What follows belongs to an exercise in optimizing a design on an open flow for small area; a production flow would make more cautious choices.
At most, simulation tests tie the RTL to the original design; equivalence was not proved.
The RTL of run 8 was laid out without a check of its function.
Power figures rest on the tool's default switching activity, not on a simulated workload.

===== flow/design.v =====
package rv32_regfile_pkg;
    localparam int unsigned DATA_WIDTH = 32;
    localparam int unsigned ADDR_WIDTH = 5;
    localparam int unsigned NUM_REGS   = 2 ** ADDR_WIDTH;
    localparam int unsigned ZERO_REG   = 0;
    typedef logic [ADDR_WIDTH-1:0] reg_addr_t;
    typedef logic [DATA_WIDTH-1:0] reg_data_t;
endpackage
module rv32_regfile_read_port (
    input  logic [31:1] sel_n,
    input  logic [31:1] bits,
    output logic        data_n
);
    logic [15:0] pair_n;   
    for (genvar k = 0; k < 15; k++) begin : g_pairs
        rv32_regfile_oai22 u_pair (
            .a1 (sel_n[2*k+1]), .a2 (bits[2*k+1]),
            .b1 (sel_n[2*k+2]), .b2 (bits[2*k+2]),
            .y  (pair_n[k])
        );
    end
    rv32_regfile_nor2 u_last (.a (sel_n[31]), .b (bits[31]), .y (pair_n[15]));
    rv32_regfile_nand16n u_out (.a_n (pair_n), .y (data_n));
endmodule
module rv32_regfile_oai22 (
    input  logic a1, a2, b1, b2,
    output logic y
);
    assign y = !((a1 | a2) & (b1 | b2));
endmodule
module rv32_regfile_nor2 (
    input  logic a, b,
    output logic y
);
    assign y = !(a | b);
endmodule
module rv32_regfile_nand16n (
    input  logic [15:0] a_n,
    output logic        y
);
    logic [3:0] group;
    for (genvar g = 0; g < 4; g++) begin : g_groups
        assign group[g] = !(|a_n[4*g +: 4]);
    end
    assign y = !(&group);
endmodule
module rv32_register_file #(
    parameter int unsigned DATA_WIDTH = rv32_regfile_pkg::DATA_WIDTH,
    parameter int unsigned ADDR_WIDTH = rv32_regfile_pkg::ADDR_WIDTH
) (
    input  logic                  clk,
    input  logic                  reset,
    input  logic [ADDR_WIDTH-1:0] r1Address,
    input  logic [ADDR_WIDTH-1:0] r2Address,
    output logic [DATA_WIDTH-1:0] r1Data,
    output logic [DATA_WIDTH-1:0] r2Data,
    input  logic                  writeRegister,
    input  logic [ADDR_WIDTH-1:0] writeAddress,
    input  logic [DATA_WIDTH-1:0] writeData
);
    localparam int unsigned NumRegs = 1 << ADDR_WIDTH;
    logic [DATA_WIDTH-1:0][NumRegs-1:1] regs_t;
    logic [NumRegs-1:1]                 sel1_n, sel2_n;
    for (genvar i = 1; i < NumRegs; i++) begin : g_regs
        logic                  we;
        logic                  valid_q;
        logic [DATA_WIDTH-1:0] data_q;
        assign we = writeRegister && (writeAddress == ADDR_WIDTH'(i));
        always_ff @(posedge clk or posedge reset) begin
            if (reset) begin
                valid_q <= 1'b0;
            end else if (we) begin
                valid_q <= 1'b1;
            end
        end
        always_ff @(posedge clk) begin
            if (we) begin
                data_q <= ~writeData;
            end
        end
        for (genvar j = 0; j < DATA_WIDTH; j++) begin : g_bits
            assign regs_t[j][i] = data_q[j];
        end
        assign sel1_n[i] = !(valid_q && (r1Address == ADDR_WIDTH'(i)));
        assign sel2_n[i] = !(valid_q && (r2Address == ADDR_WIDTH'(i)));
    end
    for (genvar j = 0; j < DATA_WIDTH; j++) begin : g_cols
        rv32_regfile_read_port u_r1 (
            .sel_n (sel1_n),
            .bits  (regs_t[j]),
            .data_n (r1Data[j])
        );
        rv32_regfile_read_port u_r2 (
            .sel_n (sel2_n),
            .bits  (regs_t[j]),
            .data_n (r2Data[j])
        );
    end
endmodule

===== flow/constraint.sdc =====
create_clock -name core_clock -period 6.0 [get_ports {clk}]
set_input_delay 1.2000 -clock core_clock [delete_from_list [all_inputs] [get_ports {clk}]]
set_output_delay 1.2000 -clock core_clock [all_outputs]
set_load 0.01 [all_outputs]

===== flow/flow/run.sh =====
#!/bin/bash
set -euo pipefail
export BUFFER_PORTS_ARGS="-buffer_cell sky130_fd_sc_hd__buf_1"
export CTS_ARGS="-sink_clustering_enable -repair_clock_nets -dont_use_dummy_load -buf_list {sky130_fd_sc_hd__clkbuf_8 sky130_fd_sc_hd__clkbuf_16} -sink_clustering_size 16 -sink_clustering_max_diameter 50"
bash standard.sh finish > standard.log 2>&1

===== flow/config.mk =====
export PLATFORM = sky130hd
export DESIGN_NAME = rv32_register_file
export DESIGN_NICKNAME = rv32_register_file
export VERILOG_FILES = /design/flow/design.v
export SDC_FILE = /design/flow/constraint.sdc
export NUM_CORES = 4
export LEC_CHECK = 0
export CAP_MARGIN = 20
export CORE_MARGIN = 2
export CORE_UTILIZATION = 50
export SLEW_MARGIN = 20
export SYNTH_HIERARCHICAL = 1
export SYNTH_MINIMUM_KEEP_SIZE = 0

===== flow/standard.sh =====
#!/bin/bash
# synth_recipe.tcl (not shown) runs the flow's synth.tcl, then flattens the netlist and writes it again
# the make line also repeats each setting of config.mk as NAME=value (left out here)
make -C /OpenROAD-flow-scripts/flow DESIGN_CONFIG=/design/flow/config.mk WORK_HOME=/design/flow/orfs CLKGATE_MAP_FILE= SYNTH_SCRIPT=/design/flow/synth_recipe.tcl "${@:-finish}"

==> impl_metrics.toml, run 1 <==
[timing]
setup_viol = 0
fin_crit_sh = 0.923
setup-tns-final_ps = 0
slew_headroom = 0.259
worstMarginPinSlew_ps = 1110
layout_min_cycle_time_ps = 5540
hold_viol = 0
rsz0062_at_grt = "false"
max_freq_mhz = 181
skew_ps = 0
timing.final.max_slew_violations = 0
timing.final.ws_setup_ps = 462

[synth]
synth_warnings = 7
synth_fa_ha_area_frac = 0
yosysSeqAreaShare = 0.763
syn_nets = 2639
synth_area_leaders = "edfxtp_1, o22ai_1, nor4_1"
synth_xor_area_frac = 0
yosys.area.top_type = "edfxtp_1"
synth-seq-cells = 1023
avgSynthCellArea_um2 = 15.5
synth_top_family_by_area = "compound AO/OA/AOI/OAI gates"
yosysUniqueCellTypes = 26
synth_top_area_frac = 0.744
synth_compound_area_frac = 0.156
syn_inst = 2589
synth-simple-area-share = 0.0745
syn_area_um2 = 40000
synth_mux_area_frac = 0

[critical_path]
critPathArrivalTime_ps = 4340
worstSetupStartpointType = "input port"
required_ps = 4800
path_class = "in2out"
cp-end-kind = "output port"
critPathMaxFanout = 15

[power_and_ir_drop]
p_leak_nw = 14.1
swShare = 0.222
power_switching_w = 0.00322
clock_power_share = 0.386
ir_worst_vdd_mv = 0.242
pwr-share-comb = 0.058
pwr_density_cell_nw_per_um2 = 313
p_int_w = 0.0113
pwr-share-seq = 0.557

[die]
die_w_um = 287
ios = 114
start_util = 0.506
rows = 103
die_h_um = 287
fp.dieArea_um2 = 82400
fp.coreArea_um2 = 79100

[global_route]
grt_max_degree = 33
grt_pass1_wl_um = 223000
track_usage = 0.387
antenna_found_initial = 5
grt_pass1_vias = 30426
gr-total-overflow = 0

[finish]
drive_gt1_frac = 0.123
seq_area_um2 = 30600
final_nets = 3003
fin_cells = 4004
multi_input_area_um2 = 9770
stdcell_area_um2 = 46300
nFillCells = 6106
synthToLayoutAreaGrowth_pct = 15.6
final_util = 0.585

[min_path]
hp-class = "reg2reg"

[clocking]
cts_buffers = 107
root_buffer = "clkbuf_16"
cts_tree = "built"
cts-htree-levels = 3
cts_resized = 0
cts_hold_buf = 0
clk_latency_ps = 640
cts_sinks = 1023
postCtsSetupBuffers = 0
clock_path_buffers = 3
clk_pin_slew_ps = 50

[routing]
viasPerCell = 7.97
drt_first_pass_iters = 6
num_vias = 31913
drc = 0
wl_um = 162000
antenna_left = 0
drtIter0Drc = 5668
wl_per_cell_um = 40.4

[job]
maxCapViolCount = 0

[place]
io_buffer_count = 113
placedCellCount = 3891
finalWeightedCongestion = 0.931
dp_hpwl_um = 93700
postPlaceCellArea_um2 = 43600
pre_cts_slack_ps = 626

[outcome]
status = "complete, no violations"
Yosys stat by module (local to each module, per instance), a selection:
module                flip-flops and latches  times used  cells  area [um^2]
rv32_regfile_nand16n                       0          64      5         31.3
rv32_register_file                      1023           1   1245        31800
rv32_regfile_oai22                         0         960      1         6.26
rv32_regfile_nor2                          0          64      1         3.75
synthesized netlist by cell type:
| cell | number |
|---|---|
| nand4_1 | 73 |
| and3b_1 | 4 |
| o21bai_4 | 2 |
| edfxtp_1 | 992 |
| or4b_4 | 1 |
| and3_1 | 3 |
| o22ai_1 | 960 |
| nand3_1 | 53 |
| buf_6 | 2 |
| and2_1 | 2 |
| nor2b_1 | 9 |
| nand4bb_1 | 3 |
| nor4_1 | 256 |
| buf_2 | 4 |
| o21bai_1 | 28 |
| nor3_1 | 2 |
| o21bai_2 | 1 |
| clkbuf_1 | 17 |
| nand4b_1 | 4 |
| inv_1 | 33 |
| or2_2 | 1 |
| nor3b_1 | 7 |
| dfrtp_1 | 31 |
| nand2b_1 | 2 |
| nor2_1 | 98 |
| nand2_1 | 1 |
path summary, 6_finish.rpt:
kind | slack [ps] | start | to | cells past startpoint
min | 540 | g_regs[15].valid_q | g_regs[15].valid_q | 1
min reg2reg | 540 | g_regs[15].valid_q | g_regs[15].valid_q | 1
max in group asynchronous | 5060 | reset | g_regs[27].valid_q | 3
min in group asynchronous | 610 | reset | g_regs[15].valid_q | 3
max | 460 | r1Address[1] | r1Data[5] | 9
max reg2reg | 5200 | g_regs[22].valid_q | g_regs[22].valid_q | 1
power by group through the flow:
stage | clock network [W] | logic, W | registers, W
floorplan | 0 | 0.000398 | 0.00817
global placement | 0 | 0.000794 | 0.00822
detailed placement | 0 | 0.000806 | 0.00822
CTS | 0.00560 | 0.000807 | 0.00808
global route | 0.00588 | 0.000860 | 0.00809
finish | 0.00560 | 0.000838 | 0.00808
layout make-up:
cell class	instances	share of cell area
multi-input combinational	1510	0.211
tap	1050	0.0284
timing repair buffer	278	0.0399
clock buffer	107	0.0578
sequential	1023	0.660
inverter	33	0.00268
antenna	3	0.000162
sequential cells by signal, indices dropped and copies added (netlist names):
register / cells
g_regs.valid_q: 31
g_regs.data_q: 992
worst max-delay path: stages:
cell     delay, ps
buf_1          270
nor3b_1        850
nand3_2        840
buf_4          440
o22ai_1        180
nor4_1          80
buf_4          180
nand4_1        110
buf_1          180
layer usage:
| metal | up-vias | track usage | share of wire |
|---|---|---|---|
| met4 | 12 | 0.226 | 0.070 |
| met2 | 3192 | 0.554 | 0.42 |
| met1 | 15689 | 0.501 | 0.34 |
| met3 | 777 | 0.153 | 0.17 |
| li1 | 12243 | - | - |
| met5 | - | 0.00698 | 0.00092 |
metrics by stage:
| step | hold WS (ps) | total power (W) |
|---|---|---|
| floorplan | 458 | 0.00857 |
| global placement | 521 | 0.00901 |
| detailed placement | 523 | 0.00902 |
| CTS | 538 | 0.0145 |
| global route | 556 | 0.0148 |
| finish | 544 | 0.0145 |
cells by family after synthesis:
family	Yosys count
buf+inv	56
flops	1023
compound gates	991
simple gates	519
cell usage in the layout, fill, tap and decap left out, types with 28 or more instances in the layout:
cell type,Yosys,layout
buf_1,0,113
buf_4,0,150
clkbuf_16,0,107
dfrtp_1,31,31
edfxtp_1,992,992
inv_1,33,33
nand3_2,0,51
nand4_1,73,73
nor2_1,98,67
nor2_4,0,31
nor4_1,256,255
o21bai_1,28,28
o22ai_1,960,960
==> run 2, diff against run 1 <==
==> flow/flow/run.sh (replaced) <==
#!/bin/bash
set -euo pipefail
export BUFFER_PORTS_ARGS="-buffer_cell sky130_fd_sc_hd__buf_2"
export CTS_ARGS="-sink_clustering_enable -repair_clock_nets -dont_use_dummy_load -buf_list {sky130_fd_sc_hd__clkbuf_8 sky130_fd_sc_hd__clkbuf_16} -sink_clustering_size 16 -sink_clustering_max_diameter 50"
bash standard.sh finish > standard.log 2>&1
==> run 2 against run 1 <==
  * Still clean on timing, DRC and antenna
  * Sequential power about the same
  * Sequential share of layout area rose by 0.097 points
  * Global-route usage shrank 0.51 points
  * Clock power decreased by 3%
  * Design area down 0.15%
  * Wire length fell by 1.1%
  * Largest cell class unchanged
  * Highest routed layer unchanged
==> impl_metrics.toml, run 2 <==
[place]
io_buffer_count = 113
postPlaceCellArea_um2 = 43600
placedCellCount = 3867
finalWeightedCongestion = 0.962
dp_hpwl_um = 94100

[routing]
wl_um = 160000
drt_first_pass_iters = 8
drtIter0Drc = 5775
viasPerCell = 7.99
antenna_left = 0
num_vias = 31735
wl_per_cell_um = 40.3
drc = 0

[clocking]
postCtsSetupBuffers = 0
clk_pin_slew_ps = 50
clock_path_buffers = 3
cts_sinks = 1023
root_buffer = "clkbuf_16"
cts_resized = 0
cts-htree-levels = 3
cts_buffers = 103
cts_tree = "built"
clk_latency_ps = 640
cts_hold_buf = 0

[synth]
yosys.cell_count.top_type = "edfxtp_1"
synth_top_area_frac = 0.744
synth_warnings = 7
synth_area_leaders = "edfxtp_1, o22ai_1, nor4_1"
syn_area_um2 = 40000
syn_nets = 2639
syn_inst = 2589
yosysSeqAreaShare = 0.763
yosysUniqueCellTypes = 26
async_reset_ff_frac = 0.0303
synth-main-ff-cell = "edfxtp_1"
synth_top_cells_by_count = "edfxtp_1, o22ai_1, nor4_1, nor2_1, nand4_1"
synth_edf_count = 992
synth-seq-cells = 1023
avgSynthCellArea_um2 = 15.5
yosys.area.top_type = "edfxtp_1"

[power_and_ir_drop]
ir_worst_vdd_mv = 0.217
totalPowerFinal_w = 0.0144
p_leak_nw = 14.3
pwr_density_cell_nw_per_um2 = 311

[finish]
fin_cells = 3973
layout_common_cells = "edfxtp_1, o22ai_1, nor4_1"
largest_reg_flops = 992
nFillCells = 6048
top_regs = "g_regs.data_q (992), g_regs.valid_q (31)"
synthToLayoutAreaGrowth_pct = 15.5
final_nets = 2972
top_register = "g_regs.data_q"
stdcell_area_um2 = 46200
final_common_cell = "edfxtp_1"
drive_gt1_frac = 0.152

[global_route]
grt_pass1_wl_um = 220000
gr-total-overflow = 0
grt_pass1_vias = 30311
antenna_found_initial = 5
grt_max_degree = 33
track_usage = 0.382

[min_path]
hp-class = "reg2reg"
hold_path.startpoint = "g_regs[14].valid_q"
holdPathStages = 1

[timing]
hold_viol = 0
rsz0062_at_grt = "false"
max_freq_mhz = 184
whs_ps = 538
timing.final.max_slew_violations = 0
fin_crit_sh = 0.906
skew_ps = 0
layout_min_cycle_time_ps = 5440
setup-tns-final_ps = 0
slew_headroom = 0.152
setup_viol = 0
worstMarginPinSlew_ps = 1270

[critical_path]
cp-end-kind = "output port"
rr_startpoint = "g_regs[29].valid_q"
path_depth = 8
path_cells = "buf_2 -> nor2_1 -> nand3_2 -> buf_4 -> o22ai_1 -> nor4_1 -> nand4_1 -> buf_2"
max_stage_delay_ps = 1050
r2r.worst_path.cells = 1
critPathTopFamily = "simple AND/OR/NAND/NOR gates"
worstSetupStartpointType = "input port"
path_common_cell = "buf_2"
critPathMaxFanout = 19
critPathArrivalTime_ps = 4240
cp-startpoint = "r2Address[0]"
crit_slowest_cell = "nand3_2"
path_buf_inv = 3
required_ps = 4800
path_class = "in2out"

[die]
die_w_um = 287
die_h_um = 287
rows = 103
ios = 114
fp.coreArea_um2 = 79100
start_util = 0.506
fp.dieArea_um2 = 82400

[outcome]
status = "complete, no violations"

[job]
maxCapViolCount = 0
[run 2: cell types whose count changed in the layout (fill, tap and decap cells not counted)]
cell,before,now
buf_2,0,113
buf_12,12,19
nand3_2,51,50
buf_8,2,0
nor4_2,1,0
buf_4,150,117
buf_1,113,0
buf_16,1,2
nor4_1,255,256
nand3_4,2,3
clkbuf_16,107,103
[run 2: final timing paths]
| check | end | slack [ps] |
|---|---|---|
| max in group asynchronous | g_regs[4].valid_q | 5060 |
| min in group asynchronous | g_regs[16].valid_q | 620 |
| hold / removal | g_regs[14].valid_q | 540 |
| hold reg to reg | g_regs[14].valid_q | 540 |
| setup reg to reg | g_regs[29].valid_q | 5230 |
| setup / recovery | r2Data[24] | 560 |
[run 2: layout make-up]
type,count,area [um^2],share of cell area
Sequential cell,1023,30600,0.661
Multi-Input combinational cell,1510,9770,0.211
Clock buffer,103,2580,0.0557
Timing Repair Buffer,251,1880,0.0406
Tap cell,1050,1310,0.0284
Inverter,33,124,0.00268
Antenna cell,3,7.51,0.000162
[run 2: report_power, final]
group          internal [W]  switching (W)
registers           0.00798      0.0000979
logic              0.000246       0.000609
clock network       0.00299        0.00247
total                0.0112        0.00317
[run 2: stage by stage]
step	utilization	setup slack, ps
after floorplan	-	1670
after global placement	0.551	899
after detailed placement	0.552	817
final	0.584	564
after global routing	0.584	654
after CTS	0.584	805
[run 2: Yosys stat by module, one instance, submodules excluded, excerpt]
module / cells / area [um^2]
rv32_regfile_oai22: 1 / 6.26
rv32_regfile_nor2: 1 / 3.75
rv32_regfile_nand16n: 5 / 31.3
rv32_register_file: 1245 / 31800
[run 2: cells by family after synthesis]
| group | after synthesis | synth area share |
|---|---|---|
| flip-flops | 1023 | 0.763 |
| AO/OA/AOI/OAI | 991 | 0.156 |
| buffers and inverters | 56 | 0.00575 |
| AND/OR/NAND/NOR | 519 | 0.0745 |
[run 2: layer usage]
layer  track usage  up-vias  wire length [um]
li1              -    12172                 -
met2         0.546     3257             67600
met5             0        -                40
met4         0.231        2             11300
met1         0.496    15494             53400
met3         0.146      810             27900
==> run 3, diff against run 2 <==
==> flow/flow/run.sh (replaced) <==
#!/bin/bash
set -euo pipefail
export BUFFER_PORTS_ARGS="-buffer_cell sky130_fd_sc_hd__buf_2"
export CTS_ARGS="-sink_clustering_enable -repair_clock_nets -dont_use_dummy_load -buf_list sky130_fd_sc_hd__clkbuf_16 -sink_clustering_size 28 -sink_clustering_max_diameter 100"
bash standard.sh finish > standard.log 2>&1
==> run 3 against run 2 <==
  * Still clean on timing, DRC and antenna
  * Non-clock buffer count rose by 1
  * Sequential share of layout area rose by 2.2 points
  * Sequential power barely moved
  * Clock-buffer cell count fell by 60
  * Area after synthesis did not move
  * Sequential cell count did not move
  * Design area fell by 3.2%
  * Hold slack improved by 12 ps
  * Fmax rose by 0.91%
  * Combinational power barely moved
  * Worst setup slack improved by 49 ps
  * Synthesized cell count did not move
  * Critical path type unchanged
==> impl_metrics.toml, run 3 <==
[clocking]
cts_buffers = 43
clk_latency_ps = 600
cts_tree = "built"
cts_sinks = 1023
clk_pin_slew_ps = 80
clock_path_buffers = 3
root_buffer = "clkbuf_16"
cts_resized = 0
postCtsSetupBuffers = 0
cts-htree-levels = 2
cts_hold_buf = 0

[die]
die_w_um = 287
ios = 114
die_h_um = 287
fp.dieArea_um2 = 82400
start_util = 0.506
rows = 103
fp.coreArea_um2 = 79100

[finish]
drive_gt1_frac = 0.134
seq_area_um2 = 30600
layout_common_cells = "edfxtp_1, o22ai_1, nor4_1"
largest_reg_flops = 992
final_util = 0.566
nFillCells = 6206
synthToLayoutAreaGrowth_pct = 11.8
multi_input_area_um2 = 9770
top_register = "g_regs.data_q"
stdcell_area_um2 = 44800
fin_cells = 3915
final_nets = 2913
final_common_cell = "edfxtp_1"
top_regs = "g_regs.data_q (992), g_regs.valid_q (31)"

[critical_path]
critPathTopFamily = "simple AND/OR/NAND/NOR gates"
critPathMaxFanout = 19
path_class = "in2out"
max_stage_delay_ps = 1030
path_cells = "buf_2 -> nor2_1 -> nand3_2 -> buf_4 -> o22ai_1 -> nor4_1 -> nand4_1 -> buf_2"
rr_startpoint = "g_regs[29].valid_q"
required_ps = 4800
critPathArrivalTime_ps = 4190
path_buf_inv = 3
worstSetupStartpointType = "input port"
r2r_end = "g_regs[29].valid_q"
path_common_cell = "buf_2"
cp-end-kind = "output port"
crit_slowest_cell = "nand3_2"
r2r_slack_ps = 5230
r2r.worst_path.cells = 1

[power_and_ir_drop]
ir_worst_vdd_mv = 0.203
p_leak_nw = 13.6
pwr_density_cell_nw_per_um2 = 275

[timing]
worstMarginPinSlew_ps = 1300
whs_ps = 550
fin_crit_sh = 0.898
setup-tns-final_ps = 0
rsz0062_at_grt = "false"
max_freq_mhz = 186
skew_ps = 0
layout_min_cycle_time_ps = 5390
setup_viol = 0
hold_viol = 0
timing.final.max_slew_violations = 0
slew_headroom = 0.134

[place]
postPlaceCellArea_um2 = 43600
io_buffer_count = 113
placedCellCount = 3867
finalWeightedCongestion = 0.962
dp_hpwl_um = 94100

[synth]
synth-main-ff-cell = "edfxtp_1"
synth_warnings = 7
yosys.area.top_type = "edfxtp_1"
synth_top_cells_by_count = "edfxtp_1, o22ai_1, nor4_1, nor2_1, nand4_1"
synth_edf_count = 992
synth_top_area_frac = 0.744
avgSynthCellArea_um2 = 15.5
syn_nets = 2639
yosysSeqAreaShare = 0.763
syn_area_um2 = 40000
async_reset_ff_frac = 0.0303
syn_inst = 2589
synth_area_leaders = "edfxtp_1, o22ai_1, nor4_1"
synth-seq-cells = 1023
yosysUniqueCellTypes = 26
yosys.cell_count.top_type = "edfxtp_1"

[routing]
drc = 0
num_vias = 31283
drt_first_pass_iters = 6
wl_per_cell_um = 40.5
drtIter0Drc = 5365
viasPerCell = 7.99
antenna_left = 0
wl_um = 159000

[global_route]
grt_max_degree = 33
grt_pass1_wl_um = 218000
gr-total-overflow = 0
antenna_found_initial = 3
track_usage = 0.378
grt_pass1_vias = 29750

[min_path]
hold_end = "g_regs[23].valid_q"
hp-class = "reg2reg"
holdPathStages = 1
hold_path.startpoint = "g_regs[23].valid_q"

[outcome]
status = "complete, no violations"

[job]
maxCapViolCount = 0
-- run 3: how the worst max path moves through the flow --
stage / startpoint / endpoint / depth (start not counted)
after detailed placement: r2Address[0] / r2Data[24] / 8
after CTS: r2Address[0] / r2Data[24] / 8
final: r2Address[0] / r2Data[24] / 8
after global routing: r2Address[1] / r2Data[1] / 8
after global placement: r2Address[0] / r2Data[24] / 8
after floorplan: r1Address[3] / r1Data[0] / 6
-- run 3: power breakdown --
group	switching, W	internal [W]
registers	0.0000980	0.00796
logic	0.000606	0.000246
clock network	0.00211	0.00129
total	0.00281	0.00950
-- run 3: cell type report --
cell class / instances / area share
sequential: 1023 / 0.683
timing repair buffer: 252 / 0.0426
inverter: 33 / 0.00277
clock buffer: 43 / 0.0240
antenna: 4 / 0.000224
tap: 1050 / 0.0294
multi-input combinational: 1510 / 0.218
-- run 3: per-module statistics from Yosys (local to each module, per instance), excerpt --
module	flops+latches	times used
rv32_regfile_nor2	0	64
rv32_regfile_oai22	0	960
rv32_register_file	1023	1
rv32_regfile_nand16n	0	64
-- run 3: logic make-up (layout without fill, tap and decap cells) --
| logic type | count (synthesis) | in the layout | synth area share |
|---|---|---|---|
| DFF | 1023 | 1023 | 0.763 |
| and+or+nand+nor | 519 | 519 | 0.0745 |
| other | 0 | 4 | 0 |
| buffers and inverters | 56 | 328 | 0.00575 |
| AOI/OAI and AO/OA | 991 | 991 | 0.156 |
-- run 3: stage by stage --
stage,worst slack [ps],total power (W)
final,613,0.0123
after global routing,625,0.0126
after CTS,809,0.0123
after detailed placement,817,0.00904
after global placement,899,0.00902
after floorplan,1670,0.00857
-- run 3: metal layers --
metal  GRT usage  share of wire  wire (um)
met1       0.497           0.34      53900
met2       0.543           0.42      66800
met3       0.135           0.17      26400
met4       0.217          0.072      11500
met5     0.00640        0.00048         76
==> run 4, diff against run 3 <==
--- a/flow/config.mk
+++ b/flow/config.mk
@@ -5,9 +5,10 @@
 export SDC_FILE = /design/flow/constraint.sdc
 export NUM_CORES = 4
 export LEC_CHECK = 0
-export CAP_MARGIN = 20
+export CAP_MARGIN = 10
 export CORE_MARGIN = 2
 export CORE_UTILIZATION = 50
-export SLEW_MARGIN = 20
+export GPL_TIMING_DRIVEN = 0
+export SLEW_MARGIN = 10
 export SYNTH_HIERARCHICAL = 1
 export SYNTH_MINIMUM_KEEP_SIZE = 0
==> run 4 against run 3 <==
  * Critical path depth shrank 1
  * Cell count fell by 0.64%
  * Via count is 0.45% higher
  * Clock-buffer cell count decreased by 1
  * Clock power is 1% lower
  * Global-route usage grew 0.095 points
  * Critical endpoint is now r1Data[1]
  * Design area is 2.1% higher
  * Die area unchanged
  * Power is 0.13% lower
  * Sequential share of layout area is 1.4 points lower
==> impl_metrics.toml, run 4 <==
[clocking]
clk_pin_slew_ps = 110
postCtsSetupBuffers = 0
cts_tree = "built"
cts_hold_buf = 0
clk_latency_ps = 630
clock_path_buffers = 3
root_buffer = "clkbuf_16"
cts_resized = 0
cts-htree-levels = 2
cts_buffers = 42
cts_sinks = 1023

[place]
finalWeightedCongestion = 0.889
io_buffer_count = 106
placedCellCount = 3846
dp_hpwl_um = 97800
pre_cts_slack_ps = 604

[synth]
synth_area_leaders = "edfxtp_1, o22ai_1, nor4_1"
synth_edf_count = 992
synth-main-ff-cell = "edfxtp_1"
synth_top_cells_by_count = "edfxtp_1, o22ai_1, nor4_1, nor2_1, nand4_1"
syn_inst = 2589
async_reset_ff_frac = 0.0303
avgSynthCellArea_um2 = 15.5
synth_warnings = 7
synth-seq-cells = 1023
yosysUniqueCellTypes = 26
syn_nets = 2639
yosys.cell_count.top_type = "edfxtp_1"
yosysSeqAreaShare = 0.763
synth_top_area_frac = 0.744
syn_area_um2 = 40000
yosys.area.top_type = "edfxtp_1"

[routing]
viasPerCell = 8.08
num_vias = 31425
drtIter0Drc = 6141
wl_um = 159000
antenna_left = 0
drt_first_pass_iters = 7
drc = 0
wl_per_cell_um = 40.8

[timing]
slew_headroom = 0.195
setup_viol = 0
max_freq_mhz = 176
setup-tns-final_ps = 0
skew_ps = 0
hold_viol = 0
timing.final.max_slew_violations = 0
whs_ps = 554
fin_crit_sh = 0.948
timing.final.ws_setup_ps = 314
rsz0062_at_grt = "false"
layout_min_cycle_time_ps = 5690
worstMarginPinSlew_ps = 1200

[global_route]
grt_pass1_vias = 29818
grt_pass1_wl_um = 217000
gr-total-overflow = 0
track_usage = 0.379
grt_max_degree = 33
antenna_found_initial = 6

[critical_path]
path_cells = "clkbuf_1 -> nor3b_1 -> nand3_4 -> o22ai_1 -> nor4_1 -> nand4_1 -> buf_2"
path_class = "in2out"
crit_slowest_cell = "nand3_4"
required_ps = 4800
r2r_end = "g_regs[1].valid_q"
critPathTopFamily = "simple AND/OR/NAND/NOR gates"
rr_startpoint = "g_regs[1].valid_q"
r2r.worst_path.cells = 1
path_buf_inv = 2
critPathArrivalTime_ps = 4490
cp-end-kind = "output port"
critPathMaxFanout = 32
max_stage_delay_ps = 950
r2r_slack_ps = 5110
worstSetupStartpointType = "input port"

[min_path]
hold_path.startpoint = "g_regs[15].valid_q"
hold_end = "g_regs[15].valid_q"
hp-class = "reg2reg"
holdPathStages = 1

[finish]
top_regs = "g_regs.data_q (992), g_regs.valid_q (31)"
largest_reg_flops = 992
top_register = "g_regs.data_q"
final_common_cell = "edfxtp_1"
synthToLayoutAreaGrowth_pct = 14.1
drive_gt1_frac = 0.122
layout_common_cells = "edfxtp_1, o22ai_1, nor4_1"
final_nets = 2890
fin_cells = 3890
final_util = 0.577

[die]
die_h_um = 287
die_w_um = 287
start_util = 0.506
ios = 114
rows = 103
fp.coreArea_um2 = 79100
fp.dieArea_um2 = 82400

[power_and_ir_drop]
pwr_density_cell_nw_per_um2 = 269
p_leak_nw = 13.8
ir_worst_vdd_mv = 0.232

[job]
maxCapViolCount = 0

[outcome]
status = "complete, no violations"
## run 4: cell counts after synthesis
No cell type changed its count.
## run 4: layout make-up
type	instances	area, um^2
flip-flops and latches	1023	30600
multi-input cells	1510	9950
well taps	1050	1310
inverters	33	124
clock buffers	42	1050
repair buffers	207	2580
diodes	2	5.00
fillers	6077	33400
plain buffers	23	106
## run 4: stage by stage
stage / power (W) / instance area (um^2)
after floorplan: 0.00857 / 40000
after global placement: 0.00896 / 41900
after detailed placement: 0.00907 / 44600
after CTS: 0.0123 / 45700
after global routing: 0.0126 / 45700
final: 0.0123 / 45700
## run 4: cells by family after synthesis
| family | Yosys count | share of synthesized area |
|---|---|---|
| AND/OR/NAND/NOR | 519 | 0.0745 |
| AO/OA/AOI/OAI | 991 | 0.156 |
| buffers and inverters | 56 | 0.00575 |
| flip-flops | 1023 | 0.763 |
## run 4: worst max path at each step
stage / start / cells after the start / end / slack (ps)
final: r1Address[3] / 7 / r1Data[1] / 310
after global routing: r1Address[4] / 7 / r1Data[1] / 400
after CTS: r1Address[3] / 7 / r1Data[4] / 580
after detailed placement: r1Address[4] / 8 / r1Data[4] / 600
after global placement: r1Address[3] / 7 / r1Data[4] / -790
after floorplan: r1Address[3] / 6 / r1Data[0] / 1670
## run 4: metal layers
layer / vias to the layer above / global-route usage / share of wire
met5: - / 0.00174 / 0.00073
li1: 11988 / - / -
met3: 711 / 0.155 / 0.18
met1: 15503 / 0.508 / 0.35
met4: 18 / 0.192 / 0.064
met2: 3205 / 0.532 / 0.41
## run 4: per-module statistics from Yosys (local to each module, per instance), a selection
module	area, um^2	flip-flops and latches
rv32_regfile_nor2	3.75	0
rv32_register_file	31800	1023
rv32_regfile_oai22	6.26	0
rv32_regfile_nand16n	31.3	0
## run 4: report_power, final
group / internal, W / leakage (nW) / switching [W] / total, W
Sequential: 0.00796 / 9.29 / 0.000115 / 0.00807
Clock: 0.00127 / 0.518 / 0.00208 / 0.00335
Combinational: 0.000259 / 3.96 / 0.000616 / 0.000875
==> run 5, diff against run 4 <==
--- a/flow/config.mk
+++ b/flow/config.mk
@@ -5,10 +5,9 @@
 export SDC_FILE = /design/flow/constraint.sdc
 export NUM_CORES = 4
 export LEC_CHECK = 0
-export CAP_MARGIN = 10
+export CAP_MARGIN = 0
 export CORE_MARGIN = 2
 export CORE_UTILIZATION = 50
-export GPL_TIMING_DRIVEN = 0
-export SLEW_MARGIN = 10
+export SLEW_MARGIN = 0
 export SYNTH_HIERARCHICAL = 1
 export SYNTH_MINIMUM_KEEP_SIZE = 0
==> run 5 against run 4 <==
  * Fmax up 5.4%
  * Combinational power down 3.0%
  * Cell count up 0.57%
  * Utilization down 1.3 points
  * Sequential cell count unchanged
  * Hold slack worse by 2.9 ps
  * Clock power about the same
  * Wire length down 0.14%
  * Design area down 2.3%
  * Largest cell class unchanged
==> impl_metrics.toml, run 5 <==
[global_route]
grt_pass1_wl_um = 218000
track_usage = 0.377
grt_max_degree = 33
grt_pass1_vias = 29727
antenna_found_initial = 7
gr-total-overflow = 0

[timing]
skew_ps = 0
setup-tns-final_ps = 0
timing.final.ws_setup_ps = 603
hold_viol = 0
timing.final.max_slew_violations = 0
fin_crit_sh = 0.900
max_freq_mhz = 185
slew_headroom = 0.0556
worstMarginPinSlew_ps = 1410
rsz0062_at_grt = "false"
setup_viol = 0
layout_min_cycle_time_ps = 5400

[routing]
drt_first_pass_iters = 6
antenna_left = 0
num_vias = 31123
wl_per_cell_um = 40.5
drc = 0
viasPerCell = 7.96
drtIter0Drc = 5747
wl_um = 158000

[clocking]
clk_latency_ps = 610
cts_hold_buf = 0
cts_buffers = 42
cts_resized = 0
postCtsSetupBuffers = 0
clock_path_buffers = 3
cts_tree = "built"
clk_pin_slew_ps = 90
cts_sinks = 1023
root_buffer = "clkbuf_16"
cts-htree-levels = 2

[finish]
stdcell_area_um2 = 44700
nFillCells = 6218
final_common_cell = "edfxtp_1"
multi_input_area_um2 = 9770
fin_cells = 3912
largest_reg_flops = 992
layout_common_cells = "edfxtp_1, o22ai_1, nor4_1"
top_regs = "g_regs.data_q (992), g_regs.valid_q (31)"
final_util = 0.564
final_nets = 2909
drive_gt1_frac = 0.133
synthToLayoutAreaGrowth_pct = 11.5
top_register = "g_regs.data_q"
seq_area_um2 = 30600

[synth]
synth_top_area_frac = 0.744
synth_warnings = 7
synth-main-ff-cell = "edfxtp_1"
synth-simple-area-share = 0.0745
syn_area_um2 = 40000
syn_nets = 2639
async_reset_ff_frac = 0.0303
synth_xor_area_frac = 0
synth_top_cells_by_count = "edfxtp_1, o22ai_1, nor4_1, nor2_1, nand4_1"
synth_area_leaders = "edfxtp_1, o22ai_1, nor4_1"
synth_compound_area_frac = 0.156
synth_fa_ha_area_frac = 0
synth-seq-cells = 1023
avgSynthCellArea_um2 = 15.5
synth_mux_area_frac = 0
yosysSeqAreaShare = 0.763
yosysUniqueCellTypes = 26
yosys.cell_count.top_type = "edfxtp_1"
synth_top_family_by_area = "compound AO/OA/AOI/OAI gates"
syn_inst = 2589
yosys.area.top_type = "edfxtp_1"
synth_edf_count = 992

[die]
fp.coreArea_um2 = 79100
fp.dieArea_um2 = 82400
die_w_um = 287
rows = 103
ios = 114
die_h_um = 287
start_util = 0.506

[power_and_ir_drop]
ir_worst_vdd_mv = 0.200
p_leak_nw = 13.5
pwr_density_cell_nw_per_um2 = 275

[critical_path]
path_buf_inv = 3
cp-end-kind = "output port"
worstSetupStartpointType = "input port"
critPathArrivalTime_ps = 4200
required_ps = 4800
max_stage_delay_ps = 1070
path_cells = "buf_2 -> nor2b_1 -> nand4_1 -> buf_4 -> o22ai_1 -> nor4_1 -> nand4_1 -> buf_2"
critPathTopFamily = "simple AND/OR/NAND/NOR gates"
path_class = "in2out"
critPathMaxFanout = 10
crit_slowest_cell = "nand4_1"

[place]
finalWeightedCongestion = 0.962
placedCellCount = 3865
postPlaceCellArea_um2 = 43600
dp_hpwl_um = 93800
pre_cts_slack_ps = 856
io_buffer_count = 113

[min_path]
hp-class = "reg2reg"

[outcome]
status = "complete, no violations"

[job]
maxCapViolCount = 0
run 5: cell counts after synthesis:
No cell type changed its count.
run 5: per-layer routing:
| layer | global-route usage | up-vias | wire [um] |
|---|---|---|---|
| met4 | 0.205 | 4 | 10500 |
| met3 | 0.134 | 665 | 25600 |
| met2 | 0.548 | 3059 | 67600 |
| li1 | - | 12034 | - |
| met1 | 0.498 | 15361 | 54600 |
| met5 | 0.00698 | - | 83 |
run 5: final timing paths:
kind,cells past startpoint,end,slack [ps],startpoint
max in group asynchronous,3,g_regs[11].valid_q,5030,reset
min reg2reg,1,g_regs[14].valid_q,550,g_regs[14].valid_q
min in group asynchronous,3,g_regs[5].valid_q,650,reset
max,8,r1Data[4],600,r1Address[4]
max reg2reg,1,g_regs[29].valid_q,5220,g_regs[29].valid_q
min,1,g_regs[14].valid_q,550,g_regs[14].valid_q
run 5: area by class of cell:
type / count / share of cell area
Inverter: 33 / 0.00277
Multi-Input combinational cell: 1510 / 0.219
Tap cell: 1050 / 0.0294
Clock buffer: 42 / 0.0235
Timing Repair Buffer: 249 / 0.0409
Sequential cell: 1023 / 0.684
Antenna cell: 5 / 0.000280
run 5: power by group:
group          internal, W  switching, W
registers          0.00796     0.0000977
clock network      0.00127       0.00210
logic             0.000245      0.000604
run 5: cell families after synthesis:
kind of cell	after synthesis
compound gates	991
buf+inv	56
flops	1023
simple gates	519
run 5: through the flow:
stage	hold slack, ps	power, W
after floorplan	458	0.00857
after global placement	523	0.00902
after detailed placement	516	0.00904
after CTS	548	0.0122
after global routing	562	0.0125
final	551	0.0123
run 5: modules after synthesis (local to each module, per instance), a selection:
module	cell area, um^2	copies in the design	flops+latches	cells
rv32_register_file	31800	1	1023	1245
rv32_regfile_oai22	6.26	960	0	1
rv32_regfile_nand16n	31.3	64	0	5
rv32_regfile_nor2	3.75	64	0	1
==> run 6, diff against run 5 <==
--- a/flow/config.mk
+++ b/flow/config.mk
@@ -5,9 +5,9 @@
 export SDC_FILE = /design/flow/constraint.sdc
 export NUM_CORES = 4
 export LEC_CHECK = 0
-export CAP_MARGIN = 0
+export CAP_MARGIN = 20
 export CORE_MARGIN = 2
-export CORE_UTILIZATION = 50
-export SLEW_MARGIN = 0
+export CORE_UTILIZATION = 72
+export SLEW_MARGIN = 20
 export SYNTH_HIERARCHICAL = 1
 export SYNTH_MINIMUM_KEEP_SIZE = 0
==> run 6 against run 5 <==
  * Still clean on timing, DRC and antenna
  * Power fell by 0.31%
  * Design area fell by 1.1%
  * Register-to-register slack lost 20 ps
  * Die area fell by 30%
  * Largest power group unchanged
==> impl_metrics.toml, run 6 <==
[finish]
synthToLayoutAreaGrowth_pct = 10.3
layout_common_cells = "edfxtp_1, o22ai_1, nor4_1"
final_nets = 2913
final_common_cell = "edfxtp_1"
top_register = "g_regs.data_q"
nFillCells = 2983
top_regs = "g_regs.data_q (992), g_regs.valid_q (31)"
largest_reg_flops = 992
drive_gt1_frac = 0.135

[critical_path]
cp-end-kind = "output port"
critPathArrivalTime_ps = 4300
rr_startpoint = "g_regs[3].valid_q"
worstSetupStartpointType = "input port"
path_class = "in2out"
crit_slowest_cell = "nand3_2"
path_cells = "buf_2 -> nor3b_1 -> nand3_2 -> buf_4 -> o22ai_1 -> nor4_1 -> nand4_1 -> buf_2"
critPathMaxFanout = 15
path_buf_inv = 3
cp-startpoint = "r1Address[1]"
max_stage_delay_ps = 920
critPathTopFamily = "simple AND/OR/NAND/NOR gates"
required_ps = 4800
path_common_cell = "buf_2"

[die]
ios = 114
fp.coreArea_um2 = 55100
start_util = 0.727
die_w_um = 240
fp.dieArea_um2 = 57500
die_h_um = 240
rows = 86

[synth]
synth_top_cells_by_count = "edfxtp_1, o22ai_1, nor4_1, nor2_1, nand4_1"
synth_area_leaders = "edfxtp_1, o22ai_1, nor4_1"
synth_edf_count = 992
synth_warnings = 7
synth_top_area_frac = 0.744
yosys.area.top_type = "edfxtp_1"
yosys.cell_count.top_type = "edfxtp_1"
synth-main-ff-cell = "edfxtp_1"
yosysSeqAreaShare = 0.763
syn_area_um2 = 40000
async_reset_ff_frac = 0.0303
yosysUniqueCellTypes = 26
synth-seq-cells = 1023
avgSynthCellArea_um2 = 15.5
syn_inst = 2589
syn_nets = 2639

[routing]
wl_per_cell_um = 41.1
dr_wl_met3_um = 29600
wirelength_met1_um = 44000
viasPerCell = 8.89
wl_met2_um = 61000
topRoutingLayerUsed = "met5"
drt_first_pass_iters = 6
drtIter0Drc = 6567
antenna_left = 0
drc = 0
num_vias = 32106
wl_um = 149000

[clocking]
cts_hold_buf = 0
postCtsSetupBuffers = 0
clock_path_buffers = 3
cts_resized = 0
cts-htree-levels = 2
cts_sinks = 1023
clk_pin_slew_ps = 110
clk_latency_ps = 640
root_buffer = "clkbuf_16"
cts_buffers = 42
cts_tree = "built"

[min_path]
hold_path.startpoint = "g_regs[27].valid_q"
hp-class = "reg2reg"

[power_and_ir_drop]
pwr_density_cell_nw_per_um2 = 277
p_leak_nw = 13.5
ir_worst_vdd_mv = 0.294
totalPowerFinal_w = 0.0122

[outcome]
status = "complete, no violations"

[timing]
rsz0062_at_grt = "false"
hold_viol = 0
whs_ps = 548
timing.final.max_slew_violations = 0
slew_headroom = 0.123
layout_min_cycle_time_ps = 5500
timing.final.ws_setup_ps = 499
skew_ps = 0
worstMarginPinSlew_ps = 1310
setup-tns-final_ps = 0
fin_crit_sh = 0.917
setup_viol = 0
max_freq_mhz = 182

[global_route]
gr-total-overflow = 0
grt_pass1_vias = 30974
grt_pass1_wl_um = 208000
track_usage = 0.522
antenna_found_initial = 8
grt_max_degree = 33

[place]
finalWeightedCongestion = 0.988
pre_cts_slack_ps = 838
dp_hpwl_um = 88900
io_buffer_count = 113

[job]
maxCapViolCount = 0
## run 6: where the power goes
part           leakage [nW]  switching [W]  total [W]  internal [W]
sequential             9.29       0.000103    0.00806       0.00796
combinational          3.68       0.000606   0.000849      0.000244
clock                 0.518        0.00206    0.00332       0.00127
## run 6: logic make-up (layout without fill, tap and decap cells)
| logic type | after synthesis | after routing | share of synthesized area |
|---|---|---|---|
| simple gates | 519 | 519 | 0.0745 |
| compound gates | 991 | 991 | 0.156 |
| other cells | 0 | 1 | 0 |
| flops | 1023 | 1023 | 0.763 |
| buf+inv | 56 | 328 | 0.00575 |
## run 6: worst paths after layout
kind	end	slack (ps)	cells after the start
worst max-delay path	r1Data[10]	500	8
min in group asynchronous	g_regs[26].valid_q	630	3
worst min register to register	g_regs[27].valid_q	550	1
worst max register to register	g_regs[3].valid_q	5200	1
worst min-delay path	g_regs[27].valid_q	550	1
max in group asynchronous	g_regs[5].valid_q	5050	3
## run 6: metal layers
metal	global-route usage	up-vias
li1	-	12023
met1	0.652	15060
met2	0.723	3841
met3	0.256	1158
met4	0.347	24
met5	0.0182	-
## run 6: metrics by stage
step                area [um^2]  instances  utilization
floorplan                 40000       2589            -
global placement          43100       3565        0.782
detailed placement        43100       3565        0.782
CTS                       44100       3607        0.801
global route              44200       3609        0.802
finish                    44200       3610        0.802
## run 6: cell type report
type                            count  area (um^2)  share of cell area
Inverter                           33          124             0.00280
Timing Repair Buffer              253         1740              0.0394
Tap cell                          748          936              0.0212
Antenna cell                        1         2.50           0.0000567
Clock buffer                       42         1050              0.0238
Sequential cell                  1023        30600               0.692
Multi-Input combinational cell   1510         9750               0.221
## run 6: modules after synthesis (local to each module, per instance), excerpt
module,flops+latches,copies in the design,cells inside
rv32_regfile_nand16n,0,64,5
rv32_regfile_nor2,0,64,1
rv32_regfile_oai22,0,960,1
rv32_register_file,1023,1,1245
==> run 7, diff against run 6 <==
--- a/flow/config.mk
+++ b/flow/config.mk
@@ -7,7 +7,7 @@
 export LEC_CHECK = 0
 export CAP_MARGIN = 20
 export CORE_MARGIN = 2
-export CORE_UTILIZATION = 72
+export CORE_UTILIZATION = 62
 export SLEW_MARGIN = 20
 export SYNTH_HIERARCHICAL = 1
 export SYNTH_MINIMUM_KEEP_SIZE = 0
==> run 7 against run 6 <==
  * Still clean
  * Sequential share of layout area is 0.29 points lower
  * Wire length is 3.2% higher
  * Sequential cell count stayed put
  * Sequential power hardly changed
  * Hold slack better by 6.2 ps
  * Synthesized cell count stayed put
  * Via count is 3.0% lower
  * Power is 0.20% higher
  * Critical path depth is 1 lower
  * Fmax is 4.2% higher
  * Critical endpoint is now r1Data[15]
  * Highest routed layer unchanged
==> impl_metrics.toml, run 7 <==
[synth]
synth-seq-cells = 1023
synth_top_area_frac = 0.744
async_reset_ff_frac = 0.0303
synth_area_leaders = "edfxtp_1, o22ai_1, nor4_1"
yosys.cell_count.top_type = "edfxtp_1"
yosys.area.top_type = "edfxtp_1"
yosysSeqAreaShare = 0.763
avgSynthCellArea_um2 = 15.5
syn_inst = 2589
synth_edf_count = 992
yosysUniqueCellTypes = 26
synth-main-ff-cell = "edfxtp_1"
synth_top_cells_by_count = "edfxtp_1, o22ai_1, nor4_1, nor2_1, nand4_1"
syn_nets = 2639
synth_warnings = 7
syn_area_um2 = 40000

[power_and_ir_drop]
p_leak_nw = 13.5
clock_power_share = 0.272
pwr-share-seq = 0.658
totalPowerFinal_w = 0.0123
pwr_density_cell_nw_per_um2 = 276
power_switching_w = 0.00279
p_int_w = 0.00947
ir_worst_vdd_mv = 0.307
pwr-share-comb = 0.070
swShare = 0.227

[finish]
multi_input_area_um2 = 9740
drive_gt1_frac = 0.136
fin_cells = 3724
nFillCells = 4314
stdcell_area_um2 = 44400
top_regs = "g_regs.data_q (992), g_regs.valid_q (31)"
top_register = "g_regs.data_q"
final_common_cell = "edfxtp_1"
final_nets = 2920
layout_common_cells = "edfxtp_1, o22ai_1, nor4_1"
synthToLayoutAreaGrowth_pct = 10.8
seq_area_um2 = 30600
largest_reg_flops = 992

[timing]
skew_ps = 0
max_freq_mhz = 189
setup-tns-final_ps = 0
slew_headroom = 0.199
layout_min_cycle_time_ps = 5280
setup_viol = 0
timing.final.max_slew_violations = 0
worstMarginPinSlew_ps = 1200
rsz0062_at_grt = "false"
fin_crit_sh = 0.880
hold_viol = 0

[routing]
num_vias = 31137
viasPerCell = 8.36
wl_um = 153000
drc = 0
wl_per_cell_um = 41.2
antenna_left = 0
drt_first_pass_iters = 8
drtIter0Drc = 5287

[place]
dp_hpwl_um = 90000
finalWeightedCongestion = 0.977
postPlaceCellArea_um2 = 43300
placedCellCount = 3681
io_buffer_count = 113

[clocking]
clk_pin_slew_ps = 100
cts_buffers = 42
cts_sinks = 1023
cts_hold_buf = 0
cts_tree = "built"
clock_path_buffers = 3
postCtsSetupBuffers = 0
clk_latency_ps = 600
root_buffer = "clkbuf_16"
cts-htree-levels = 2
cts_resized = 0

[global_route]
gr-total-overflow = 0
grt_max_degree = 33
antenna_found_initial = 5
track_usage = 0.457
grt_pass1_vias = 30167
grt_pass1_wl_um = 213000

[critical_path]
max_stage_delay_ps = 750
path_class = "in2out"
critPathArrivalTime_ps = 4080
critPathMaxFanout = 16
crit_slowest_cell = "nand3_2"
cp-end-kind = "output port"
required_ps = 4800
worstSetupStartpointType = "input port"
path_common_cell = "buf_2"
path_cells = "buf_2 -> nor3b_1 -> nand3_2 -> o22ai_1 -> nor4_1 -> nand4_1 -> buf_2"

[die]
die_h_um = 258
ios = 114
die_w_um = 258
start_util = 0.625
fp.coreArea_um2 = 64100
rows = 93
fp.dieArea_um2 = 66600

[min_path]
hp-class = "reg2reg"

[outcome]
status = "complete, no violations"

[job]
maxCapViolCount = 0
run 7: cell types whose count changed in the layout (fill, tap and decap cells not counted):
| cell | previous run | this run |
|---|---|---|
| nand2_1 | 0 | 1 |
| nand2_2 | 1 | 0 |
| buf_4 | 130 | 137 |
| buf_12 | 8 | 10 |
| buf_16 | 1 | 0 |
| buf_6 | 1 | 0 |
run 7: critical path: cells and delay by family:
| kind | cells | cell delay (ps) |
|---|---|---|
| AOI/OAI and AO/OA | 1 | 410 |
| buffers and inverters | 2 | 470 |
| and+or+nand+nor | 4 | 1980 |
run 7: through the flow:
step,hold WS [ps],utilization,setup WS (ps)
2_1_floorplan,458,-,1670
3_3_place_gp,518,0.675,912
3_5_place_dp,511,0.675,914
4_1_cts,535,0.692,907
5_1_grt,556,0.692,686
6_report,554,0.692,723
run 7: Yosys stat by module, one instance, submodules excluded, excerpt:
module / flip-flops and latches / area [um^2] / cells inside
rv32_regfile_oai22: 0 / 6.26 / 1
rv32_regfile_nand16n: 0 / 31.3 / 5
rv32_regfile_nor2: 0 / 3.75 / 1
rv32_register_file: 1023 / 31800 / 1245
run 7: area by class of cell:
type	instances	area share
diodes	1	0.0000564
clock buffers	42	0.0237
inverters	33	0.00279
multi-input cells	1510	0.220
flip-flops and latches	1023	0.689
well taps	855	0.0241
repair buffers	260	0.0405
run 7: worst paths after layout:
path / start / endpoint / slack, ps / depth (start not counted)
setup / recovery: r1Address[1] / r1Data[15] / 720 / 7
hold / removal: g_regs[11].valid_q / g_regs[11].valid_q / 550 / 1
setup reg to reg: g_regs[29].valid_q / g_regs[29].valid_q / 5200 / 1
hold reg to reg: g_regs[11].valid_q / g_regs[11].valid_q / 550 / 1
max in group asynchronous: reset / g_regs[23].valid_q / 5030 / 3
min in group asynchronous: reset / g_regs[18].valid_q / 670 / 3
run 7: kinds of logic after synthesis:
family | Yosys count | share of synthesized area
flip-flops | 1023 | 0.763
AND/OR/NAND/NOR | 519 | 0.0745
buffers and inverters | 56 | 0.00575
AO/OA/AOI/OAI | 991 | 0.156
run 7: metal layers:
layer | up-vias | track usage | wire, um
li1 | 12044 | - | -
met1 | 15094 | 0.572 | 48800
met2 | 3207 | 0.688 | 67100
met3 | 786 | 0.180 | 26300
met4 | 6 | 0.257 | 11000
met5 | - | 0 | 33
run 7: power groups by stage:
stage | combinational, W | sequential, W | clock (W)
finish | 0.000860 | 0.00807 | 0.00333
global route | 0.000881 | 0.00808 | 0.00354
CTS | 0.000818 | 0.00806 | 0.00331
detailed placement | 0.000818 | 0.00822 | 0
global placement | 0.000801 | 0.00822 | 0
floorplan | 0.000398 | 0.00817 | 0
==> run 8, diff against run 7 <==
--- a/flow/design.v
+++ b/flow/design.v
@@ -12,6 +12,7 @@
     output logic        data_n
 );
     logic [15:0] pair_n;   
+    logic [3:0]  group;    
     for (genvar k = 0; k < 15; k++) begin : g_pairs
         rv32_regfile_oai22 u_pair (
             .a1 (sel_n[2*k+1]), .a2 (bits[2*k+1]),
@@ -20,7 +21,13 @@
         );
     end
     rv32_regfile_nor2 u_last (.a (sel_n[31]), .b (bits[31]), .y (pair_n[15]));
-    rv32_regfile_nand16n u_out (.a_n (pair_n), .y (data_n));
+    for (genvar g = 0; g < 4; g++) begin : g_groups
+        rv32_regfile_nor4 u_group (
+            .a (pair_n[4*g]), .b (pair_n[4*g+1]), .c (pair_n[4*g+2]), .d (pair_n[4*g+3]),
+            .y (group[g])
+        );
+    end
+    rv32_regfile_nand4 u_out (.a (group[0]), .b (group[1]), .c (group[2]), .d (group[3]), .y (data_n));
 endmodule
 module rv32_regfile_oai22 (
     input  logic a1, a2, b1, b2,
@@ -34,15 +41,17 @@
 );
     assign y = !(a | b);
 endmodule
-module rv32_regfile_nand16n (
-    input  logic [15:0] a_n,
-    output logic        y
+module rv32_regfile_nor4 (
+    input  logic a, b, c, d,
+    output logic y
 );
-    logic [3:0] group;
-    for (genvar g = 0; g < 4; g++) begin : g_groups
-        assign group[g] = !(|a_n[4*g +: 4]);
-    end
-    assign y = !(&group);
+    assign y = !(a | b | c | d);
+endmodule
+module rv32_regfile_nand4 (
+    input  logic a, b, c, d,
+    output logic y
+);
+    assign y = !(a & b & c & d);
 endmodule
 module rv32_register_file #(
     parameter int unsigned DATA_WIDTH = rv32_regfile_pkg::DATA_WIDTH,
==> flow/run.sh (new file) <==
#!/bin/bash
# synth_recipe.tcl (not shown) runs the flow's synth.tcl, then flattens the netlist and writes it again
# the make line also repeats each setting of config.mk as NAME=value (left out here)
make -C /OpenROAD-flow-scripts/flow DESIGN_CONFIG=/design/flow/config.mk WORK_HOME=/design/flow/orfs CLKGATE_MAP_FILE= SYNTH_SCRIPT=/design/flow/synth_recipe.tcl finish
--- a/flow/config.mk
+++ b/flow/config.mk
@@ -7,7 +7,7 @@
 export LEC_CHECK = 0
 export CAP_MARGIN = 20
 export CORE_MARGIN = 2
-export CORE_UTILIZATION = 62
+export CORE_UTILIZATION = 40
 export SLEW_MARGIN = 20
 export SYNTH_HIERARCHICAL = 1
 export SYNTH_MINIMUM_KEEP_SIZE = 0
removed: flow/flow/run.sh
removed: flow/standard.sh
==> run 8 against run 7 <==
  * Still clean
  * Non-clock buffer count up 31
  * Wire length up 7.6%
  * Die area up 60%
  * Utilization down 21 points
  * Critical path type unchanged
  * Critical endpoint is now r1Data[9]
==> impl_metrics.toml, run 8 <==
[routing]
drc = 0
viasPerCell = 7.15
wl_per_cell_um = 37.2
num_vias = 31686
antenna_left = 0
drt_first_pass_iters = 6
wl_um = 165000
drtIter0Drc = 4642

[clocking]
cts_sinks = 1023
cts_hold_buf = 0
root_buffer = "clkbuf_16"
cts_buffers = 104
clock_path_buffers = 3
postCtsSetupBuffers = 0
cts-htree-levels = 3
clk_pin_slew_ps = 60
cts_tree = "built"
cts_resized = 1
clk_latency_ps = 680

[power_and_ir_drop]
clock_power_share = 0.416
pwr-share-comb = 0.065
swShare = 0.224
ir_worst_vdd_mv = 0.220
p_int_w = 0.0121
power_switching_w = 0.00348
pwr_density_cell_nw_per_um2 = 310
pwr-share-seq = 0.518
p_leak_nw = 15.3

[place]
placedCellCount = 4237
dp_hpwl_um = 99300
io_buffer_count = 113
finalWeightedCongestion = 0.910

[job]
maxCapViolCount = 0

[finish]
largest_reg_flops = 992
synthToLayoutAreaGrowth_pct = 20.5
drive_gt1_frac = 0.220
fin_cells = 4429
top_regs = "g_regs.data_q (992), g_regs.valid_q (31)"
layout_common_cells = "edfxtp_1, o22ai_1, nor4_2"
final_common_cell = "edfxtp_1"
final_nets = 3013
top_register = "g_regs.data_q"

[timing]
layout_min_cycle_time_ps = 5930
setup_viol = 0
slew_headroom = 0.183
rsz0062_at_grt = "false"
fin_crit_sh = 0.988
timing.final.max_slew_violations = 0
worstMarginPinSlew_ps = 1220
hold_viol = 0
setup-tns-final_ps = 0
max_freq_mhz = 169
skew_ps = 0

[global_route]
grt_pass1_vias = 31079
grt_max_degree = 33
gr-total-overflow = 0
antenna_found_initial = 1
track_usage = 0.301
grt_pass1_wl_um = 228000

[synth]
synth_area_leaders = "edfxtp_1, o22ai_1, nor4_2"
async_reset_ff_frac = 0.0303
synth_top_area_frac = 0.715
yosysUniqueCellTypes = 26
yosys.area.top_type = "edfxtp_1"
avgSynthCellArea_um2 = 16.1
yosys.cell_count.top_type = "edfxtp_1"
syn_area_um2 = 41600
synth_edf_count = 992
syn_inst = 2589
syn_nets = 2639
synth_warnings = 7
synth-seq-cells = 1023
yosysSeqAreaShare = 0.734
synth-main-ff-cell = "edfxtp_1"
synth_top_cells_by_count = "edfxtp_1, o22ai_1, nor4_2, nor2_1, nand4_1"

[outcome]
status = "complete, no violations"

[critical_path]
path_cells = "clkdlybuf4s50_1 -> nor3b_1 -> buf_4 -> nand3_2 -> buf_12 -> o22ai_1 -> nor4_2 -> nand4_1 -> clkdlybuf4s50_1"
path_class = "in2out"
crit_slowest_cell = "nor4_2"
required_ps = 4800
path_common_cell = "clkdlybuf4s50_1"
worstSetupStartpointType = "input port"
path_buf_inv = 4
critPathArrivalTime_ps = 4730
cp-startpoint = "r1Address[1]"
max_stage_delay_ps = 760
critPathMaxFanout = 20
rr_startpoint = "g_regs[2].valid_q"
cp-end-kind = "output port"
critPathTopFamily = "buffers and inverters"

[die]
fp.coreArea_um2 = 103000
start_util = 0.403
rows = 118
die_w_um = 327
ios = 114
fp.dieArea_um2 = 107000
die_h_um = 327

[min_path]
hp-class = "reg2reg"
hold_path.startpoint = "g_regs[18].valid_q"
-- run 8: stage by stage --
stage	cell area [um^2]	utilization	total power (W)	hold WS (ps)	setup slack, ps
after global routing	50200	0.485	0.0159	546	117
after CTS	50200	0.485	0.0156	535	276
after detailed placement	46800	0.453	0.00922	518	-187
after global placement	46800	0.453	0.00920	504	-140
final	50200	0.485	0.0156	539	74.3
after floorplan	41600	-	0.00862	458	1650
-- run 8: power groups by stage --
stage / clock network [W] / logic, W / registers [W]
floorplan: 0 / 0.000450 / 0.00817
detailed placement: 0 / 0.00100 / 0.00821
global route: 0.00678 / 0.00106 / 0.00808
CTS: 0.00651 / 0.00101 / 0.00806
global placement: 0 / 0.000989 / 0.00821
finish: 0.00648 / 0.00102 / 0.00807
-- run 8: modules after synthesis (local to each module, per instance), excerpt --
module              flip-flops and latches  cell area, um^2  cells
rv32_regfile_nand4                       0             6.26      1
rv32_regfile_nor2                        0             3.75      1
rv32_regfile_nor4                        0             12.5      1
rv32_regfile_oai22                       0             6.26      1
rv32_register_file                    1023            31800   1245
-- run 8: area by class of cell --
class | count | area [um^2]
Antenna cell | 1 | 2.50
Clock buffer | 133 | 2780
Clock inverter | 58 | 562
Fill cell | 8623 | 53200
Inverter | 33 | 124
Multi-Input combinational cell | 1510 | 11400
Sequential cell | 1023 | 30600
Tap cell | 1380 | 1730
Timing Repair Buffer | 291 | 3060
-- run 8: final timing paths --
check / end / slack, ps / depth (start not counted)
worst max-delay path: r1Data[9] / 70 / 9
worst min-delay path: g_regs[18].valid_q / 540 / 1
worst max register to register: g_regs[2].valid_q / 5240 / 1
worst min register to register: g_regs[18].valid_q / 540 / 1
max in group asynchronous: g_regs[16].valid_q / 4690 / 3
min in group asynchronous: g_regs[30].valid_q / 970 / 3
-- run 8: logic make-up after synthesis --
family,synth area share
simple gates,0.110
buf+inv,0.00553
flops,0.734
compound gates,0.150
-- run 8: metal layers --
layer	wire (um)	up-vias	global-route usage
met2	75400	2763	0.471
met1	57300	15895	0.377
met3	21700	667	0.0863
met4	10400	2	0.169
met5	13	-	0
li1	-	12359	-

## what the ideal ports hide
In the flow no input, the clock included, has a driving cell. The finished layouts below were timed again as built, in two steps.
Step 1: set_driving_cell puts a clkbuf_16 on clk and a buf_2 on each other input, an assumption about the parent block.
Step 2 times the ports against the registers' clock, not the clock port: input delays grow and output delays shrink by t, the midpoint of the rising clock arrivals with the driver on.
Slacks: no drivers / after step 1 / after step 2; pairs: no drivers / after step 1.
run	t, ns	slack for setup (ns)	pins driven straight from the clock port
run 1	0.719	0.462 / 0.442 / 0.442	1
run 2	0.724	0.564 / 0.539 / 0.539	1
run 3	0.684	0.613 / 0.588 / 0.588	1
run 4	0.698	0.314 / 0.283 / 0.283	1
run 5	0.683	0.603 / 0.580 / 0.580	1
run 6	0.701	0.499 / 0.477 / 0.477	1
run 7	0.680	0.723 / 0.698 / 0.698	1
run 8	0.758	0.074 / 0.047 / 0.047	1
After both steps setup and hold are still met in every run listed. For run 4, which loses most, drivers alone change the setup slack by -0.031 ns; drivers and shift together by -0.031 ns.
